Source: an optimization exercise on an open RTL-to-GDS flow (aim: small area, a short achievable clock period and few clock cycles per item). Production flows keep margins and buffers that such runs may drop.
The RTL was checked by simulation tests, not by an equivalence proof against the original design.
Power figures rest on the tool's default switching activity, not on a simulated workload.

## battleship
module battleship (
    input  logic                                clk,
    input  logic                                reset,
    input  logic                                cmd_valid,
    output logic                                cmd_ready,
    input  logic                                player,
    input  logic                                direction,
    input  logic [battleship_pkg::COORD_W-1:0]  row,
    input  logic [battleship_pkg::COORD_W-1:0]  col,
    output logic                                result_valid,
    output battleship_pkg::result_t             result,
    output logic                                game_over,
    output logic                                winner
);
clock: 6.0 ns
lec_check: 0
abc_area: 1
cap_margin: 20
core_margin: 2
core_utilization: 40
place_density: 0.75
setup_slack_margin: 3.5
slew_margin: 20
run.sh (not shown) runs the stock make flow with config.mk's settings and CLKGATE_MAP_FILE= SYNTH_SCRIPT=/design/flow/synth_recipe.tcl, a recipe that flattens the netlist after the stock synthesis.
Testbench counts at the start, summed over its fixed seeds: cycles 2,309, commands 2,269.
==> next run, changes <==
- PLACE_DENSITY: 0.75 -> not set
After rerunning: The changed run passed the timing, DRC and antenna checks; clock power stays flat; cell count increases by 0.90%; area after synthesis does not change.
==> next run, changes <==
- SETUP_SLACK_MARGIN: 3.5 -> 3.3
Outcome: Final cell count barely changes. Sequential power is about the same. Setup slack gets worse by 49 ps. Design area barely changes. Wire length shrinks slightly. Clock-buffer cell count is unchanged. Area after synthesis is unchanged. Power barely changes. Core utilization hardly moves. Worst hold slack is about the same. Global-route usage is higher by 0.37 points.

---

Setup of JK:
The RTL this note starts from:
==> flow/design.v <==
`default_nettype none
package battleship_pkg;
    localparam int BOARD_SIZE  = 10;
    localparam int COORD_W     = 4;
    localparam int NUM_SHIPS   = 5;
    localparam int SHIP_IDX_W  = 3;
    localparam int SHIP_LEN_W  = 3;
    localparam int FLEET_CELLS = 17;
    localparam int HITS_W      = 5;
    localparam logic [NUM_SHIPS*SHIP_LEN_W-1:0] SHIP_LENGTHS =
        {3'd2, 3'd3, 3'd3, 3'd4, 3'd5};
    typedef enum logic [1:0] {
        CELL_EMPTY = 2'b00,
        CELL_MISS  = 2'b01,
        CELL_HIT   = 2'b10,
        CELL_SHIP  = 2'b11
    } cell_t;
    typedef enum logic [3:0] {
        RES_PLACED,
        RES_OFF_BOARD,
        RES_OVERLAP,
        RES_WRONG_PLAYER,
        RES_MISS,
        RES_HIT,
        RES_REPEAT,
        RES_WIN,
        RES_GAME_OVER
    } result_t;
endpackage
`default_nettype wire
`timescale 1ns/100ps
`default_nettype none
module battleship (
    input  logic                                clk,
    input  logic                                reset,
    input  logic                                cmd_valid,
    output logic                                cmd_ready,
    input  logic                                player,
    input  logic                                direction,
    input  logic [battleship_pkg::COORD_W-1:0]  row,
    input  logic [battleship_pkg::COORD_W-1:0]  col,
    output logic                                result_valid,
    output battleship_pkg::result_t             result,
    output logic                                game_over,
    output logic                                winner
);
    localparam int N = battleship_pkg::BOARD_SIZE;
    function automatic logic [3:0] span_of(input int i);
        case (i)
            0: span_of = 4'd4;
            1: span_of = 4'd3;
            2: span_of = 4'd2;
            3: span_of = 4'd2;
            default: span_of = 4'd1;
        endcase
    endfunction
    function automatic logic [3:0] addk(input logic [3:0] a, input logic [3:0] k);
        addk = 4'd0;
        for (int v = 0; v < 16; v++)
            if (a == 4'(v))
                addk = 4'(v) + k;
    endfunction
    function automatic logic ge4(input logic [3:0] x, input logic [3:0] t);
        logic [3:0] g, p;
        g = x & ~t;
        p = x | ~t;
        ge4 = g[3] | (p[3] & g[2]) | (p[3] & p[2] & g[1]) | (p[3] & p[2] & p[1] & p[0]);
    endfunction
    logic           place_phase;     
    logic           expected;        
    logic           act;             
    logic           game_over_q, winner_q, rv_q;
    logic           hit_p, hit_pb;   
    logic           f_go, f_wp, f_pl, f_off, f_a, f_b, f_last;
    logic [4:0]     idx;             
    logic [4:1]     sg;              
    logic [4:0]     valid;           
    logic [4:0]     hits0, hits1;    
    logic [N-1:0]   shot0 [0:N-1];   
    logic [N-1:0]   shot1 [0:N-1];
    logic [3:0]     sr0 [0:4];       
    logic [3:0]     sc0 [0:4];
    logic           sd0 [0:4];
    logic [3:0]     sr1 [0:4];
    logic [3:0]     sc1 [0:4];
    logic           sd1 [0:4];
    logic [3:0] lim;             
    logic       last;            
    logic [3:0] r0 [0:4];
    logic [3:0] c0 [0:4];
    logic [3:0] r1 [0:4];
    logic [3:0] c1 [0:4];
    logic [2:0] span;            
    always_comb
    begin
        lim = sg[4] ? 4'd5 : sg[3] ? 4'd6 : sg[2] ? 4'd7 : 4'd8;
        span = sg[4] ? 3'd4 : sg[3] ? 3'd3 : sg[2] ? 3'd2 : sg[1] ? 3'd1 : 3'd0;
        last = act ? ((hits1 == 5'd16) | ((hits1 == 5'd15) & hit_p & hit_pb))
                   : ((hits0 == 5'd16) | ((hits0 == 5'd15) & hit_p & ~hit_pb));
        for (int i = 0; i < 5; i++)
        begin
            logic [3:0] er0, ec0, er1, ec1;
            er0   = sd0[i] ? sr0[i] : addk(sr0[i], span_of(i));
            ec0   = sd0[i] ? addk(sc0[i], span_of(i)) : sc0[i];
            er1   = sd1[i] ? sr1[i] : addk(sr1[i], span_of(i));
            ec1   = sd1[i] ? addk(sc1[i], span_of(i)) : sc1[i];
            r0[i] = act ? sr1[i] : sr0[i];
            c0[i] = act ? sc1[i] : sc0[i];
            r1[i] = act ? er1 : er0;
            c1[i] = act ? ec1 : ec0;
        end
    end
    logic [N-1:0] rsel, csel;
    logic         in_rng, fits;
    always_comb
        for (int i = 0; i < N; i++)
        begin
            rsel[i] = (row == 4'(i));
            csel[i] = (col == 4'(i));
        end
    assign in_rng = (row < 4'd10) && (col < 4'd10);
    assign fits   = in_rng && ge4(lim, direction ? col : row);
    logic [3:0] re, ce, rx, cx;
    always_comb
    begin
        rx = sg[4] ? addk(row, 4) : sg[3] ? addk(row, 3) : sg[2] ? addk(row, 2) :
             sg[1] ? addk(row, 1) : row;
        cx = sg[4] ? addk(col, 4) : sg[3] ? addk(col, 3) : sg[2] ? addk(col, 2) :
             sg[1] ? addk(col, 1) : col;
        re = direction ? row : rx;
        ce = direction ? cx : col;
    end
    logic probe, overlap, is_ship;
    always_comb
    begin
        probe = 1'b0;
        for (int i = 0; i < 5; i++)
            if (valid[i] && ge4(r1[i], row) && ge4(re, r0[i]) && ge4(c1[i], col) && ge4(ce, c0[i]))
                probe = 1'b1;
    end
    assign overlap = probe;
    assign is_ship = probe;
    logic         is_shot;
    logic [N-1:0] rv0, rv1;
    always_comb
    begin
        for (int i = 0; i < N; i++)
        begin
            rv0[i] = |(shot0[i] & csel);
            rv1[i] = |(shot1[i] & csel);
        end
        is_shot = act ? |(rv1 & rsel) : |(rv0 & rsel);
    end
    logic [3:0] res;
    logic       do_place, do_shot, do_hit, do_miss, do_win, shoot_ok;
    assign shoot_ok = ~place_phase & (player == expected);
    always_comb
    begin
        do_place = ~game_over_q & (player == expected) & place_phase & fits & ~overlap;
        do_shot  = ~game_over_q & (player == expected) & ~place_phase & in_rng;
        do_miss  = do_shot & ~is_shot & ~is_ship;
        do_hit   = do_shot & ~is_shot & is_ship;
        do_win   = do_hit & last;
    end
    logic accept;
    assign accept = cmd_valid;   
    always_ff @(posedge clk)
    begin
        if (reset)
        begin
            place_phase <= 1'b1;
            expected    <= 1'b0;
            act         <= 1'b0;
            game_over_q <= 1'b0;
            rv_q        <= 1'b0;
            idx         <= 5'b00001;
            sg          <= 4'b1111;
            valid       <= 5'b00000;
            hits0       <= 5'd0;
            hits1       <= 5'd0;
            hit_p       <= 1'b0;
        end
        else
        begin
            rv_q  <= accept;
            hit_p <= accept & do_hit;
            if (hit_p)
            begin
                if (hit_pb)
                    hits1 <= hits1 + 5'd1;
                else
                    hits0 <= hits0 + 5'd1;
            end
            if (accept)
            begin
                if (do_place)
                begin
                    if (idx[4])
                    begin
                        expected <= ~expected;
                        act <= 1'b1;
                        if (expected)
                        begin
                            place_phase <= 1'b0;
                            idx         <= 5'b00000;
                            sg          <= 4'b0000;
                            valid       <= 5'b11111;
                        end
                        else
                        begin
                            idx   <= 5'b00001;
                            sg    <= 4'b1111;
                            valid <= 5'b00000;
                        end
                    end
                    else
                    begin
                        idx   <= {idx[3:0], 1'b0};
                        valid <= {valid[3:0], 1'b1};
                        sg[4] <= 1'b0;
                        sg[3] <= idx[0];
                        sg[2] <= idx[0] | idx[1] | idx[2];
                    end
                end
                if (do_miss)
                begin
                    expected <= ~expected;
                    act      <= ~act;
                end
                if (do_win)
                    game_over_q <= 1'b1;
            end
        end
    end
    always_ff @(posedge clk)
    begin
        hit_pb <= act;
        if (!game_over_q)
            winner_q <= expected;
        f_go   <= game_over_q;
        f_wp   <= player != expected;
        f_pl   <= place_phase;
        f_off  <= place_phase ? ~fits : ~in_rng;
        f_a    <= place_phase ? overlap : is_shot;
        f_b    <= is_ship;
        f_last <= last;
    end
    always_comb
        if (f_go)
            res = battleship_pkg::RES_GAME_OVER;
        else if (f_wp)
            res = battleship_pkg::RES_WRONG_PLAYER;
        else if (f_off)
            res = battleship_pkg::RES_OFF_BOARD;
        else if (f_pl)
            res = f_a ? battleship_pkg::RES_OVERLAP : battleship_pkg::RES_PLACED;
        else if (f_a)
            res = battleship_pkg::RES_REPEAT;
        else if (!f_b)
            res = battleship_pkg::RES_MISS;
        else
            res = f_last ? battleship_pkg::RES_WIN : battleship_pkg::RES_HIT;
    always_ff @(posedge clk)
    begin
        for (int i = 0; i < N; i++)
            for (int j = 0; j < N; j++)
            begin
                if (reset)
                begin
                    shot0[i][j] <= 1'b0;
                    shot1[i][j] <= 1'b0;
                end
                else if (accept && shoot_ok && rsel[i] && csel[j])
                begin
                    if (act)
                        shot1[i][j] <= 1'b1;
                    else
                        shot0[i][j] <= 1'b1;
                end
            end
    end
    always_ff @(posedge clk)
    begin
        for (int i = 0; i < 5; i++)
            if (idx[i])
            begin
                if (expected)
                begin
                    sr1[i] <= row;
                    sc1[i] <= col;
                    sd1[i] <= direction;
                end
                else
                begin
                    sr0[i] <= row;
                    sc0[i] <= col;
                    sd0[i] <= direction;
                end
            end
    end
    assign cmd_ready    = 1'b1;
    assign result_valid = rv_q;
    assign result       = battleship_pkg::result_t'(res);
    assign game_over    = game_over_q;
    assign winner       = winner_q & game_over_q;
endmodule
`default_nettype wire
Settings: LEC_CHECK=0, CAP_MARGIN=20, CORE_MARGIN=2, CORE_UTILIZATION=50, SETUP_SLACK_MARGIN=3.5, SLEW_MARGIN=20; clock period 6.0 ns.
JK reached the end of the flow, and the finished layout is clean on the timing, DRC and antenna checks.
Testbench counts of JK, summed over its fixed seeds: cycles 2,309, commands 2,269.
> inputs changed (JK -> MS)
- SETUP_SLACK_MARGIN: 3.5 -> 3.0
Notes after the runs:
- MS did not stop at any stage, and its layout met the timing, DRC and antenna checks.
- JK ran to completion and came out clean on the timing, DRC and antenna checks.
- From JK to MS the numbers moved as follows: share of power burned in combinational logic has increased; max-slew headroom at the worst pin shrank by 5.3 points; worst hold slack picked up an extra 9.0 ps.
- On setup slack, JK beats MS.

[separate check: timing with driven ports]
The results above use ideal ports. As a check the final layouts listed here were re-extracted and re-timed, cells and wires unchanged.
Step 1 (the two cells are an assumption about what drives the block):
set clk [get_ports {clk}]
set_driving_cell -lib_cell sky130_fd_sc_hd__clkbuf_16 $clk
set_driving_cell -lib_cell sky130_fd_sc_hd__buf_2 [delete_from_list [all_inputs] $clk]
Step 2 times the ports against the registers' clock, not the clock port: input delays grow and output delays shrink by t, the midpoint of the rising clock arrivals with the driver on.
Slacks: ideal ports / drivers / drivers and shift; pairs: ideal ports / drivers.
run | t (ns) | slack for setup (ns) | latest minus earliest clock arrival (ns)
the first run of note 1 | 0.571 | 3.041 / 2.899 / 2.328 | 0.018 / 0.018
the second run of note 1 | 0.585 | 3.090 / 3.083 / 2.498 | 0.038 / 0.038
the third run of note 1 | 0.583 | 3.040 / 3.008 / 2.426 | 0.039 / 0.039
JK | 0.580 | 2.657 / 2.424 / 1.844 | 0.018 / 0.018
MS | 0.583 | 2.620 / 2.526 / 1.943 | 0.030 / 0.030
After both steps every run listed still meets setup and hold. For JK, which loses most, drivers alone change the setup slack by -0.233 ns; drivers and shift together by -0.813 ns.
